From an optimization exercise on the open Yosys and OpenROAD flow, aimed at small area, a short achievable clock period and few clock cycles; shortcuts taken in it are not production practice.
Function was checked by simulation only, so behaviour that the tests miss may differ from the original.

==> flow/design.v (outline; a module is shown in full before it is edited, if it fits) <==
// module mmi_mac: 7190 lines
// module matrix_multiply_int: 377 lines
module matrix_multiply_int (
  input  wire logic                clk_i,
  input  wire logic                rst_ni,
  input  wire logic                in_valid_i,
  output logic                     in_ready_o,
  input  wire logic signed [15:0]  in_element_i,
  output logic                     out_valid_o,
  input  wire logic                out_ready_i,
  output logic signed [35:0]       out_product_o,
  output logic [2:0]               out_row_o,
  output logic [2:0]               out_col_o,
  output logic                     out_last_o,
  output logic                     out_not_possible_o,
  input  wire logic                cfg_valid_i,
  output logic                     cfg_ready_o,
  input  wire logic [3:0]          cfg_index_i,
  input  wire logic [3:0]          cfg_data_i
);
  // ...
==> flow/run.sh <==
#!/bin/bash
# synth_recipe.tcl (not shown) runs the flow's synth.tcl, then flattens the netlist and writes it again
# the make line also repeats each setting of config.mk as NAME=value (left out here)
make -C /OpenROAD-flow-scripts/flow DESIGN_CONFIG=/design/flow/config.mk WORK_HOME=/design/flow/orfs CLKGATE_MAP_FILE= SYNTH_SCRIPT=/design/flow/synth_recipe.tcl finish
==> flow/config.mk <==
export PLATFORM = sky130hd
export DESIGN_NAME = matrix_multiply_int
export DESIGN_NICKNAME = matrix_multiply_int
export VERILOG_FILES = /design/flow/design.v
export SDC_FILE = /design/flow/constraint.sdc
export NUM_CORES = 4
export LEC_CHECK = 0
export ABC_CLOCK_PERIOD_IN_PS = 2500
export CAP_MARGIN = 20
export CORE_MARGIN = 2
export CORE_UTILIZATION = 60
export CTS_CLUSTER_DIAMETER = 100
export CTS_CLUSTER_SIZE = 24
export PLACE_DENSITY = 0.72
export SETUP_SLACK_MARGIN = 4.4
export SLEW_MARGIN = 20
==> flow/constraint.sdc <==
create_clock -name core_clock -period 7.5 [get_ports {clk_i}]
set_input_delay 1.5000 -clock core_clock [delete_from_list [all_inputs] [get_ports {clk_i}]]
set_output_delay 1.5000 -clock core_clock [all_outputs]
set_load 0.01 [all_outputs]
==> summary.txt, run 1 <==
outcome no timing/DRC/antenna violations; initial antenna violation count 47; Clock Tree Root clkbuf_16; M1 WL 186000 µm; Final Max Tran Viols 0; most frequent cells in the layout edfxtp_1, a22oi_1, fa_1, inv_1, xor2_1; Clock buffer cells 229; first-pass GRT wire length 755000 µm; Hold Fails Final Rpt 0; worst hold slack 0.334 ns; routability congestion estimate 1.07; Fmax 0.308 GHz; Non-Clock Buffer Count 640; multiplexer area fraction after synthesis 0.830%; ant diodes 15; WP depth 4; drt wl/cell 36.5 µm; Final Core Density 66.3%; die width 516 µm; Synth Warn # 2; Setup Viol. Count Final 0; GR peak layer met2; Ports 76; slowest cell delay on critical path 0.89 ns; cells after synthesis 11.4k; CP top delay family simple AND/OR/NAND/NOR gates; hold path cells 0; setup clock skew after layout 0.0849 ns; CTS Buf Count 164; Total GRT Usage 40.4%; largest net degree at the start of global routing 129; hpwl dp 365000 µm; share of cells above drive strength 1 11.6%; post-synthesis cell type count 76
Testbench counts, summed over its fixed seeds: cycles 8,009.
==> run 2, diff against run 1 <==
--- a/flow/config.mk
+++ b/flow/config.mk
@@ -12,5 +12,5 @@
 export CTS_CLUSTER_DIAMETER = 100
 export CTS_CLUSTER_SIZE = 24
 export PLACE_DENSITY = 0.72
-export SETUP_SLACK_MARGIN = 4.4
+export SETUP_SLACK_MARGIN = 4.5
 export SLEW_MARGIN = 20
==> run 2 against run 1 <==
Effect of this change:
- still clean on timing, DRC and antenna
- via count grew 1.2%
- critical path depth is 2 lower
- wire length rose by 2.7%
- first-iteration DRC count fell by 1.0%
- clock skew down 0.037 ns
- final area grew 1.1%
- non-clock buffer count is 129 higher
- fmax is 3.3% higher
- synthesized cell count stayed put
- setup slack better by 0.10 ns
- critical path type is now reg -> out
==> summary.txt, run 2 <==
outcome no timing/DRC/antenna violations; Total GRT Usage 41.5% (+1.2 points); drt wl/cell 37.2 µm (+1.9%); drt via density 6.99; CTS Buf Count 162 (-1.2%); largest net degree at the start of global routing 139 (+7.8%); vias 105k; Post-synth top cells edfxtp_1, a22oi_1, fa_1; CP arrival 1.64 ns; Final Routed Wirelength 561000 µm; total grt overflow 0; Setup Viol. Count Final 0 (unchanged); Post-Route Setup TNS 0 ns; post-synthesis cell type count 76 (unchanged); Tightest Pin Transition 1.38 ns; slew margin rel. 8.16%; first-pass GRT wire length 773000 µm (+2.4%); share of cells above drive strength 1 13.9% (+2.3 points); Die ar. 0.266 mm²; worst r2r path cells 6; Initial Utilization 60.5%; worst-path maximum fanout 2; Worst Hold Class reg -> reg; Port Buf Inserts 74; DRC violations left 0; leading cell type in the layout, fill and taps excluded edfxtp_1; Syn Area/Cell 13.8 µm²; Fmax 0.319 GHz (+3.3%); H-Tree Level Count 4; Ports 76 (unchanged); RR Endpoint u_dot.c1_q[175]; Critical Path RT 6.00 ns; WHS Endpoint u_dot.c2_q[0]; Synth Warn # 2 (unchanged); syn nets 12.6k; number of fill cells 18.1k; CP startpoint out_d_q[34]; initial antenna violation count 51 (+8.5%); total of max-cap violations 0; setup clock skew after layout 0.0482 ns (-0.0368 ns); number of synthesized register bits 3318; Post-synth top flop edfxtp_1; RSZ-0062 raised after global routing true; Worst R2R Setup Slack 4.43 ns; Hold Fails Final Rpt 0 (unchanged); area grow syn2layout 10.9%; Period Utilization, post-route 41.9%; NumNets Final 12.6k; Post-synth EDFFs 2430; DRT iter0 DRCs 19.1k; clk buf depth 3; antenna viol nets, final 0; share of synthesized registers carrying an async set or reset 5.03%; launching point of the worst reg2reg path b_one_q[52]; synthesized area 0.157 mm²; clock sinks 3318; Die Y 516 µm; Clock Tree Root clkbuf_16; Setup CP Type reg -> out; hold_sp u_dot.c1_q[0]; top post-synthesis cells by area edfxtp_1, fa_1, a22oi_1, dfxtp_1, xor2_1; routability congestion estimate 1.06 (-1.2%); min Tclk post-route 3.14 ns; Worst setup SP type register; leading registers by flop count amem_q (1024), bmem_q (1024), u_dot.c1_q (366); Worst-path clk slew 0.09 ns; area leader, netlist edfxtp_1; core area 0.260 mm²; cells after synthesis 11.4k (unchanged); most frequent cells in the layout edfxtp_1, a22oi_1, fa_1, inv_1, xor2_1; Worst setup EP type output port; Final Max Tran Viols 0 (unchanged); 1st-pass router iterations 10; Rows 187; TritonCTS clock tree yes; hpwl dp 371000 µm (+1.5%); worst-skew pair later-pin latency 0.95 ns; Post-CTS Hold Buffers 0; most common cell in the netlist edfxtp_1; die width 516 µm (unchanged); Seq/Total Area, Yosys 58.2%; vias in the first global route 102k; hold path cells 0 (unchanged); post-synth top area share 46.4%
[run 2: cell types whose count changed in the layout (fill, tap and decap cells not counted), sizes merged, moves of 2 or more]
cell           before  now
diode              15   21
buf               574  732
inv               990  988
bufbuf              0    4
and3              218  215
clkinv             18   14
clkdlybuf4s15      30    0
dlygate4sd2         5    0
nand2             224  226
[run 2: per-stage QoR]
| step | hold WS (ns) | setup WS (ns) | std cells | instance area, µm² | util [%] |
|---|---|---|---|---|---|
| after global placement | 0.314 | 2.76 | 14223 | 161000 | 61.7 |
| after CTS | 0.334 | 4.32 | 14946 | 172000 | 66.2 |
| final | 0.333 | 4.36 | 15067 | 174000 | 67.0 |
| after detailed placement | 0.314 | 2.70 | 14224 | 161000 | 61.8 |
| after floorplan | 0.310 | 4.50 | 11401 | 157000 | - |
| after global routing | 0.333 | 4.32 | 15049 | 174000 | 67.0 |
[run 2: repair_timing]
item | CTS | global route
gates cloned | 57 | 43
gates resized for setup | 740 | 269
setup buffers | 411 | 56
pin swaps | 25 | 80
endpoints found under the hold margin | 0 | 0
setup endpoints to repair | 3021 | 2216
[run 2: final cells by class]
type	count	area, µm²	share of cell area [%]
Timing Repair Buffer	769	8590	4.92
Sequential cell	3318	92000	52.7
Inverter	981	3710	2.13
Antenna cell	21	52.6	0.0301
Timing Repair inverter	4	30.0	0.0172
Clock buffer	227	4330	2.48
Clock inverter	27	492	0.282
Tap cell	3496	4370	2.51
Multi-Input combinational cell	6224	60800	34.9
[run 2: critical path, cell delays in order, from the launching register on]
cell,delay (ns)
dfrtp_2,0.44
buf_6,0.14
buf_6,0.11
[run 2: layer usage]
| metal | vias up | GRT usage (%) | routed length [µm] | part of all wire [%] |
|---|---|---|---|---|
| met3 | 2044 | 18.0 | 94400 | 17 |
| met1 | 52687 | 54.0 | 190000 | 34 |
| met4 | 30 | 23.4 | 40300 | 7.2 |
| met2 | 9415 | 58.4 | 235000 | 42 |
| li1 | 41210 | - | - | - |
| met5 | - | 0 | 221 | 0.039 |
[run 2: cell families after synthesis]
logic type / after synthesis / synth area share, %
buffers and inverters: 1940 / 4.64
AND/OR/NAND/NOR: 1170 / 3.90
flip-flops: 3318 / 58.2
XOR/XNOR: 1211 / 6.74
other: 1 / 0.00238
multiplexers: 112 / 0.830
AO/OA/AOI/OAI: 2517 / 11.7
adder cells (fa/ha/maj): 1132 / 14.0
[run 2: how the worst max path moves through the flow]
stage                        endpoint  slack, ns
floorplan                 fifo_q[148]       4.50
global placement           fifo_q[43]       2.76
detailed placement         fifo_q[43]       2.70
CTS                 out_product_o[34]       4.32
global route        out_product_o[34]       4.32
finish              out_product_o[34]       4.36

## afterwards: timing with drivers on the ports
The results above use ideal ports. As a check the final layouts listed here were re-extracted and re-timed, cells and wires unchanged.
Step 1: set_driving_cell puts a clkbuf_16 on clk_i and a buf_2 on each other input, an assumption about the parent block.
Step 2 adds t to the input delays and takes it off the output delays; t is the mean of the earliest and latest rising clock arrival at the registers after step 1. Input paths then give back, and output paths get back, about the clock's delay inside the block.
Three values: no drivers, after step 1, after step 2; two values: the first two.
run | t, ns | setup WS [ns] | pins driven straight from the clock port
run 1 | 0.990 | 4.256 / 4.256 / 3.548 | 1
run 2 | 1.016 | 4.361 / 4.275 / 3.628 | 1
After both steps every run listed still meets setup and hold. The setup slack of run 2, which loses most, moves by -0.086 ns with the drivers and by -0.733 ns with both steps.
